Source: an optimization exercise on an open RTL-to-GDS flow (aim: small area). Production flows keep margins and buffers that such runs may drop. The RTL was checked by simulation tests, not by an equivalence proof against the original design. Power figures rest on the tool's default switching activity, not on a simulated workload.

== pepper ==
## password_cracker
module password_cracker (
  input  logic         clk,
  input  logic         reset_n,
  input  logic         start,
  input  logic [127:0] target_hash,
  input  logic         hash_done,
  input  logic [511:0] hashes,
  output logic [255:0] candidates,
  output logic         hash_reset,
  output logic         hash_start,
  output logic         found,
  output logic [63:0]  password,
  output logic [39:0]  elapsed,
  output logic [2:0]   state
);
  logic        hit;
  logic [1:0]  hit_lane;
  logic        in_compare, in_idle, in_found;
  logic [31:0] digits;
  logic [3:0]  d6_odd, d7_l1, d7_l2, d7_l3;
  crack_ctrl ctrl0 (
    .clk        (clk),
    .reset_n    (reset_n),
    .start      (start),
    .hash_done  (hash_done),
    .hit        (hit),
    .state      (state),
    .in_compare (in_compare),
    .in_idle    (in_idle),
    .in_found   (in_found),
    .hash_reset (hash_reset),
    .hash_start (hash_start),
    .found      (found)
  );
  candidate_gen gen0 (
    .clk        (clk),
    .reset_n    (reset_n),
    .advance    (in_compare && !hit),
    .digits     (digits),
    .d6_odd     (d6_odd),
    .d7_l1      (d7_l1),
    .d7_l2      (d7_l2),
    .d7_l3      (d7_l3),
    .candidates (candidates)
  );
  match_unit match0 (
    .hashes      (hashes),
    .target_hash (target_hash),
    .hit         (hit),
    .lane        (hit_lane)
  );
  result_buffer result0 (
    .clk         (clk),
    .reset_n     (reset_n),
    .in_idle     (in_idle),
    .in_found    (in_found),
    .take_result (in_compare && hit),
    .hit_lane    (hit_lane),
    .digits      (digits),
    .d6_odd      (d6_odd),
    .d7_l1       (d7_l1),
    .d7_l2       (d7_l2),
    .d7_l3       (d7_l3),
    .elapsed     (elapsed),
    .password    (password)
  );
endmodule
==> flow/config.mk <==
export PLATFORM = sky130hd
export DESIGN_NAME = password_cracker
export DESIGN_NICKNAME = password_cracker
export VERILOG_FILES = /design/flow/design.v
export SDC_FILE = /design/flow/constraint.sdc
export NUM_CORES = 4
export LEC_CHECK = 0
export CAP_MARGIN = 20
export CORE_AREA = 10 10 290 290
export DIE_AREA = 0 0 300 300
export GPL_TIMING_DRIVEN = 0
export SLEW_MARGIN = 20
==> flow/constraint.sdc <==
create_clock -name core_clock -period 6.0 [get_ports {clk}]
set_input_delay 1.2000 -clock core_clock [delete_from_list [all_inputs] [get_ports {clk}]]
set_output_delay 1.2000 -clock core_clock [all_outputs]
set_load 0.01 [all_outputs]
standard.sh (not shown) runs the stock make flow with config.mk's settings and CLKGATE_MAP_FILE= SYNTH_SCRIPT=/design/flow/synth_recipe.tcl, a recipe that flattens the netlist after the stock synthesis.
==> flow/flow/run.sh <==
#!/bin/bash
# The standard ORFS flow (standard.sh) with these changes to how the layout is made:
#  - synthesis maps logic with an area-oriented abc script (flow/synth.tcl, flow/abc_area.script),
#    without xor2 cells and without the half/full adder cells (both simulate slowly at gate level);
#    everything else in it is synth_recipe.tcl, so registers and their names are unchanged
#  - after floorplan, one conb_1 tie cell drives all constant outputs (flow/pair_ties.tcl)
#  - ports get the smallest buffer (buf_1)
#  - the clock tree uses mid-size clock buffers and no dummy loads
# make's output goes to standard_*.log; each tool's full log is under orfs/logs/.
set -eo pipefail
W=$PWD
export BUFFER_PORTS_ARGS="-buffer_cell sky130_fd_sc_hd__buf_1"
export CTS_ARGS="-buf_list {sky130_fd_sc_hd__clkbuf_4 sky130_fd_sc_hd__clkbuf_8} -sink_clustering_enable -sink_clustering_size 10 -sink_clustering_max_diameter 60 -dont_use_dummy_load"
export REMOVE_ABC_BUFFERS=1
export FLOW_ABC_SCRIPT=$W/flow/abc_area.script
sed "s#SYNTH_SCRIPT=[^ ]*#SYNTH_SCRIPT=$W/flow/synth.tcl#" standard.sh > own_standard.sh
R=$W/orfs/results/$FLOW_PLATFORM/password_cracker/base
FLOW_ABC_DONT_USE="sky130_fd_sc_hd__xor2_1 sky130_fd_sc_hd__xor2_2 sky130_fd_sc_hd__xor2_4" ADDER_MAP_FILE= \
  bash own_standard.sh $R/2_1_floorplan.odb > standard_floorplan.log 2>&1
TIE_GROUP=80 TIE_ODB=$R/2_1_floorplan.odb openroad -no_init -exit flow/pair_ties.tcl > pair_ties.log 2>&1
bash own_standard.sh > standard.log 2>&1
==> flow/flow/abc_area.script <==
&get -n
&st
&dc2
&dc2
&dch -f
&nf -R 20
&put
Other scripts of this flow, unchanged in this note and not shown: flow/flow/pair_ties.tcl, flow/flow/synth.tcl
The flow did not stop early for pepper: all stages ran, and the layout cleared the timing, design-rule and antenna checks.
The following lists how raven was set up differently from pepper:
Settings: swapping 20 for 0 in CAP_MARGIN; swapping 10 10 290 290 for 10 10 280 280 in CORE_AREA; swapping 0 0 300 300 for 0 0 290 290 in DIE_AREA; swapping 20 for 0 in SLEW_MARGIN.
[summary]
NOTE first-iteration DRC count pepper->raven increased by a few percent. Going from pepper to raven, the number of gates resized after CTS was found to have gone down by 2. target_hash[1] as the beginning of the critical path was reported by pepper, and target_hash[97] by raven. Per the comparison of raven with pepper, wire length fell by about 3.3%; full die area decreased 6.6%. Compared with pepper, raven shows a higher met1 capacity usage during global routing. Going from pepper to raven, the total length of routed met2 wires was found to have gone down by 410 um. Going from pepper to raven, portion of total power attributed to combinational logic shrinks by 0.9 points. pepper → raven: first-pass GRT wire length lost 2900 um; routing usage on met2 picked up an extra 2.0 points.
The following lists how onyx was set up differently from raven:
Settings: DIE_AREA now 0 0 284 284, was 0 0 290 290; SLEW_MARGIN now 20, was 0; CAP_MARGIN now 20, was 0; CORE_AREA now 10 10 274 274, was 10 10 280 280.
==> flow/flow/abc_area.script <==
&get -n
&st
&dc2
&dc2
&dch -f
&nf -R 1000
&put
Results
- Status: netlist area before placement parity (onyx, raven)
- In onyx, the area growth from synthesis to layout came out 1.3 points above the value in raven.
- Re transition time at the pin with the least slew margin: onyx is 0.22 ns down on raven.
- Route | onyx vs raven | wire longer in onyx
Input changes introduced in indigo (baseline for comparison: onyx):
Settings: DIE_AREA changed from 0 0 284 284 to 0 0 290 290; CORE_AREA changed from 10 10 274 274 to 10 10 280 280.
Notes after the runs:
Between onyx and indigo, the via count normalized by instance count figures differ only marginally. | power consumed by combinational cells | indigo vs onyx | about 2% lower |. Compare indigo and onyx | transition time at the pin with the least slew margin higher: onyx. Of indigo and onyx, indigo shows the lower fraction of area in non-clock buffers, with onyx above it. indigo gives less number of antenna cells inserted than onyx did. Post-place instance area across indigo and onyx: no real change.
[inputs] tundra vs indigo
Settings: DIE_AREA now 0 0 300 300, was 0 0 290 290; CORE_AREA now 10 10 290 290, was 10 10 280 280.
==> flow/flow/abc_area.script <==
&get -n
&st
&dc2
&dc2
&dch -f
&nf -R 100
&put
[summary]
The sequential share of layout area on indigo is in line with that on tundra. [tundra] design area rose 0.98% relative to indigo. Taking indigo as the reference point, the wire length on met2 of tundra rises by about 3%.
### tundra -> quartz
==> flow/flow/abc_area.script <==
&get -n
&st
&dc2
&dc2
&dch -f
&nf -R 10
&put
### Flow results
- Wire: quartz routes more than tundra
- On finished layout cell area, tundra and quartz are neck and neck.
- quartz vs tundra — final setup slack of the worst path dropped 0.038 ns.
- Compared with tundra, quartz shows a maximum frequency that is 1.2 MHz lower.
- Share of the synthesized area in compound gates (AO/OA/AOI/OAI) essentially unchanged between tundra and quartz.
- Depth of the critical timing path with buffers and inverters included for quartz: 5 down relative to tundra
- Lower area growth from synthesis to layout was reported by quartz, not tundra.
- Compared quartz against tundra; clock network fraction of design power within noise.

---

== v45 ==
password_cracker again, from the RTL that the note above started with.
export LEC_CHECK = 0
export CAP_MARGIN = 20
export CORE_AREA = 10 10 290 290
export DIE_AREA = 0 0 300 300
export GPL_TIMING_DRIVEN = 0
export SLEW_MARGIN = 20
create_clock -name core_clock -period 6.0 [get_ports {clk}]
==> flow/flow/run.sh <==
#!/bin/bash
# The standard ORFS flow (standard.sh) with these changes to how the layout is made:
#  - synthesis maps logic with an area-oriented abc script (flow/synth.tcl, flow/abc_area.script),
#    without xor2 cells and without the half/full adder cells (both simulate slowly at gate level);
#    everything else in it is synth_recipe.tcl, so registers and their names are unchanged
#  - after floorplan, one conb_1 tie cell drives all constant outputs (flow/pair_ties.tcl)
#  - ports get the smallest buffer (buf_1)
#  - the clock tree uses mid-size clock buffers and no dummy loads
# make's output goes to standard_*.log; each tool's full log is under orfs/logs/.
set -eo pipefail
W=$PWD
export BUFFER_PORTS_ARGS="-buffer_cell sky130_fd_sc_hd__buf_1"
export CTS_ARGS="-buf_list {sky130_fd_sc_hd__clkbuf_4} -root_buf sky130_fd_sc_hd__clkbuf_8 -sink_clustering_enable -sink_clustering_size 12 -sink_clustering_max_diameter 50 -dont_use_dummy_load"
export REMOVE_ABC_BUFFERS=1
export FLOW_ABC_SCRIPT=$W/flow/abc_area.script
sed "s#SYNTH_SCRIPT=[^ ]*#SYNTH_SCRIPT=$W/flow/synth.tcl#" standard.sh > own_standard.sh
R=$W/orfs/results/$FLOW_PLATFORM/password_cracker/base
FLOW_ABC_DONT_USE="sky130_fd_sc_hd__xor2_1 sky130_fd_sc_hd__xor2_2 sky130_fd_sc_hd__xor2_4" ADDER_MAP_FILE= \
  bash own_standard.sh $R/2_1_floorplan.odb > standard_floorplan.log 2>&1
TIE_GROUP=80 TIE_ODB=$R/2_1_floorplan.odb openroad -no_init -exit flow/pair_ties.tcl > pair_ties.log 2>&1
bash own_standard.sh > standard.log 2>&1
==> flow/flow/abc_area.script <==
&get -n
&st
&dc2
&dc2
&dch -f
&nf -R 1000
&put
==> flow/flow/synth.tcl <==
# The standard flow's synthesis script (synth_recipe.tcl) with one change: the final abc
# mapping uses flow/abc_area.script, an area-oriented script, instead of the
# platform's speed script, and leaves out the cells named in FLOW_ABC_DONT_USE
# (xor2: its liberty function simulates slowly at gate level; xnor2 is used
# instead, at the same area). Registers are untouched (abc runs without -dff).
proc synth {args} { yosys synth -nofsm -noshare {*}$args }
proc abc {args} {
  set i [lsearch -exact $args -script]
  if { $i >= 0 } { lset args [expr {$i + 1}] $::env(FLOW_ABC_SCRIPT) }
  foreach c [regexp -all -inline {\S+} [env_var_or_empty FLOW_ABC_DONT_USE]] {
    lappend args -dont_use $c
  }
  yosys abc {*}$args
}
source $::env(SCRIPTS_DIR)/synth.tcl
# left out here: clear keep_hierarchy, flatten, clean up, hide names made inside functions, write 1_2_yosys.v
Other scripts of this flow, unchanged in this note and not shown: flow/flow/pair_ties.tcl
--- input diff v45..v56 ---
diff --git a/flow/flow/run.sh b/flow/flow/run.sh
--- a/flow/flow/run.sh
+++ b/flow/flow/run.sh
@@ -11,5 +11,5 @@
 W=$PWD
 export BUFFER_PORTS_ARGS="-buffer_cell sky130_fd_sc_hd__buf_1"
-export CTS_ARGS="-buf_list {sky130_fd_sc_hd__clkbuf_4} -root_buf sky130_fd_sc_hd__clkbuf_8 -sink_clustering_enable -sink_clustering_size 12 -sink_clustering_max_diameter 50 -dont_use_dummy_load"
+export CTS_ARGS="-buf_list {sky130_fd_sc_hd__clkbuf_4 sky130_fd_sc_hd__clkbuf_8} -sink_clustering_enable -sink_clustering_size 10 -sink_clustering_max_diameter 60 -dont_use_dummy_load"
 export REMOVE_ABC_BUFFERS=1
 export FLOW_ABC_SCRIPT=$W/flow/abc_area.script
Results
v45 → v56: critical path depth in cells closely matched the old numbers, xor/xnor cell area share of the yosys netlist closely matched the old numbers. Any difference in data required time at the worst endpoint between v56 and v45 is small enough to ignore. Non-clock buffer instance count of the final layout: v45 vs v56 identical. Reported for v56 and v45, remaining antenna violation count after routing turned out identical to the last digit. Comparing v56 against v45, there is no change at all in area after synthesis.
> inputs changed (v56 -> v30)
- putting PLACE_DENSITY at 0.3 where nothing was set
- swapping 20 for 0 in CAP_MARGIN
- swapping 20 for 0 in SLEW_MARGIN
- swapping 0 0 300 300 for 0 0 290 290 in DIE_AREA
- swapping 10 10 290 290 for 10 10 280 280 in CORE_AREA
diff --git a/flow/flow/run.sh b/flow/flow/run.sh
--- a/flow/flow/run.sh
+++ b/flow/flow/run.sh
@@ -1,6 +1,6 @@
 #!/bin/bash
 # The standard ORFS flow (standard.sh) with these changes to how the layout is made:
-#  - synthesis maps logic with an area-oriented abc script (flow/synth.tcl, flow/abc_area.script),
-#    without xor2 cells and without the half/full adder cells (both simulate slowly at gate level);
+#  - synthesis maps logic with its own abc script (flow/synth.tcl, flow/abc_area.script: area first
+#    within 20% of the best delay), without xor2 cells and without the half/full adder cells (both simulate slowly at gate level);
 #    everything else in it is synth_recipe.tcl, so registers and their names are unchanged
 #  - after floorplan, one conb_1 tie cell drives all constant outputs (flow/pair_ties.tcl)
==> flow/flow/abc_area.script <==
&get -n
&st
&dc2
&dc2
&dch -f
&nf -R 20
&put
diff --git a/flow/flow/synth.tcl b/flow/flow/synth.tcl
--- a/flow/flow/synth.tcl
+++ b/flow/flow/synth.tcl
@@ -1,5 +1,5 @@
 # The standard flow's synthesis script (synth_recipe.tcl) with one change: the final abc
-# mapping uses flow/abc_area.script, an area-oriented script, instead of the
-# platform's speed script, and leaves out the cells named in FLOW_ABC_DONT_USE
+# mapping uses flow/abc_area.script (area first, within 20% of the best delay)
+# instead of the platform's speed script, and leaves out the cells named in FLOW_ABC_DONT_USE
 # (xor2: its liberty function simulates slowly at gate level; xnor2 is used
 # instead, at the same area). Registers are untouched (abc runs without -dff).
Notes after the runs:
Relative to v56, v30 degrades peak clock frequency supported by timing.
The synthesized area was comparable across v56 and v30.
Time the final worst path needs with I/O delays and setup up 0.051 ns in v30 wrt v56
Taking v56 as the reference, in v30 global-route wire length before repair went up 3.1%; net load switching power lost 3.0%.
> inputs changed (v30 -> v37)
- removing PLACE_DENSITY (formerly 0.3)
diff --git a/flow/flow/run.sh b/flow/flow/run.sh
--- a/flow/flow/run.sh
+++ b/flow/flow/run.sh
@@ -1,6 +1,6 @@
 #!/bin/bash
 # The standard ORFS flow (standard.sh) with these changes to how the layout is made:
-#  - synthesis maps logic with its own abc script (flow/synth.tcl, flow/abc_area.script: area first
-#    within 20% of the best delay), without xor2 cells and without the half/full adder cells (both simulate slowly at gate level);
+#  - synthesis maps logic with an area-oriented abc script (flow/synth.tcl, flow/abc_area.script),
+#    without xor2 cells and without the half/full adder cells (both simulate slowly at gate level);
 #    everything else in it is synth_recipe.tcl, so registers and their names are unchanged
 #  - after floorplan, one conb_1 tie cell drives all constant outputs (flow/pair_ties.tcl)
@@ -11,5 +11,5 @@
 W=$PWD
 export BUFFER_PORTS_ARGS="-buffer_cell sky130_fd_sc_hd__buf_1"
-export CTS_ARGS="-buf_list {sky130_fd_sc_hd__clkbuf_4 sky130_fd_sc_hd__clkbuf_8} -sink_clustering_enable -sink_clustering_size 10 -sink_clustering_max_diameter 60 -dont_use_dummy_load"
+export CTS_ARGS="-buf_list {sky130_fd_sc_hd__clkbuf_8} -sink_clustering_enable -sink_clustering_size 30 -sink_clustering_max_diameter 200 -sink_clustering_levels 1 -dont_use_dummy_load"
 export REMOVE_ABC_BUFFERS=1
 export FLOW_ABC_SCRIPT=$W/flow/abc_area.script
diff --git a/flow/flow/synth.tcl b/flow/flow/synth.tcl
--- a/flow/flow/synth.tcl
+++ b/flow/flow/synth.tcl
@@ -1,5 +1,5 @@
 # The standard flow's synthesis script (synth_recipe.tcl) with one change: the final abc
-# mapping uses flow/abc_area.script (area first, within 20% of the best delay)
-# instead of the platform's speed script, and leaves out the cells named in FLOW_ABC_DONT_USE
+# mapping uses flow/abc_area.script, an area-oriented script, instead of the
+# platform's speed script, and leaves out the cells named in FLOW_ABC_DONT_USE
 # (xor2: its liberty function simulates slowly at gate level; xnor2 is used
 # instead, at the same area). Registers are untouched (abc runs without -dff).
==> comparison <==
Looking only at wire length, and setting everything else aside, the lower value of v30 and v37 goes to v37.
Post-CTS resize count, v30 and v37, lower one = v37.
v37: proportion of power drawn by the clock network 0.7 points below v30
The run showing the greater tightest slew margin relative to the limit is v37.
Setup slack in v37 is larger than in v30.
v30 -> v37: sequential share of layout area flat
Per the comparison of v37 with v30, relative contribution of combinational cells to total power climbed 0.7 points, final cell count barely changed.

-- static timing again, ports no longer ideal --
How much do the figures lean on ideal ports? The routed layouts below were timed once more, with nothing changed but the port constraints. Step 1 assumes that a clkbuf_16 drives the clock port and a buf_2 every other input. Step 2 times the ports against the registers' clock, not the clock port: input delays grow and output delays shrink by t, the midpoint of the rising clock arrivals with the driver on. Slacks: ideal ports / drivers / drivers and shift; pairs: ideal ports / drivers.
| run | t, ns | setup slack, ns | worst hold slack (ns) | pins driven straight from the clock port |
|---|---|---|---|---|
| pepper | 0.402 | 0.338 / 0.317 / -0.085 | 0.510 / 0.510 / 0.510 | 1 |
| raven | 0.398 | 0.402 / 0.219 / -0.179 | 0.500 / 0.500 / 0.500 | 1 |
| onyx | 0.409 | 0.322 / 0.156 / -0.253 | 0.502 / 0.502 / 0.502 | 1 |
| indigo | 0.396 | 0.393 / 0.286 / -0.111 | 0.509 / 0.509 / 0.509 | 1 |
| tundra | 0.405 | 0.340 / 0.250 / -0.155 | 0.501 / 0.501 / 0.501 | 1 |
| quartz | 0.400 | 0.302 / 0.264 / -0.136 | 0.523 / 0.523 / 0.523 | 1 |
| v45 | 0.405 | 0.340 / 0.250 / -0.155 | 0.501 / 0.501 / 0.501 | 1 |
| v56 | 0.405 | 0.340 / 0.250 / -0.155 | 0.501 / 0.501 / 0.501 | 1 |
| v30 | 0.419 | 0.289 / 0.171 / -0.248 | 0.513 / 0.513 / 0.513 | 1 |
| v37 | 0.398 | 0.402 / 0.219 / -0.179 | 0.500 / 0.500 / 0.500 | 1 |
With both steps, setup timing fails in every run listed, where it was met with ideal ports.
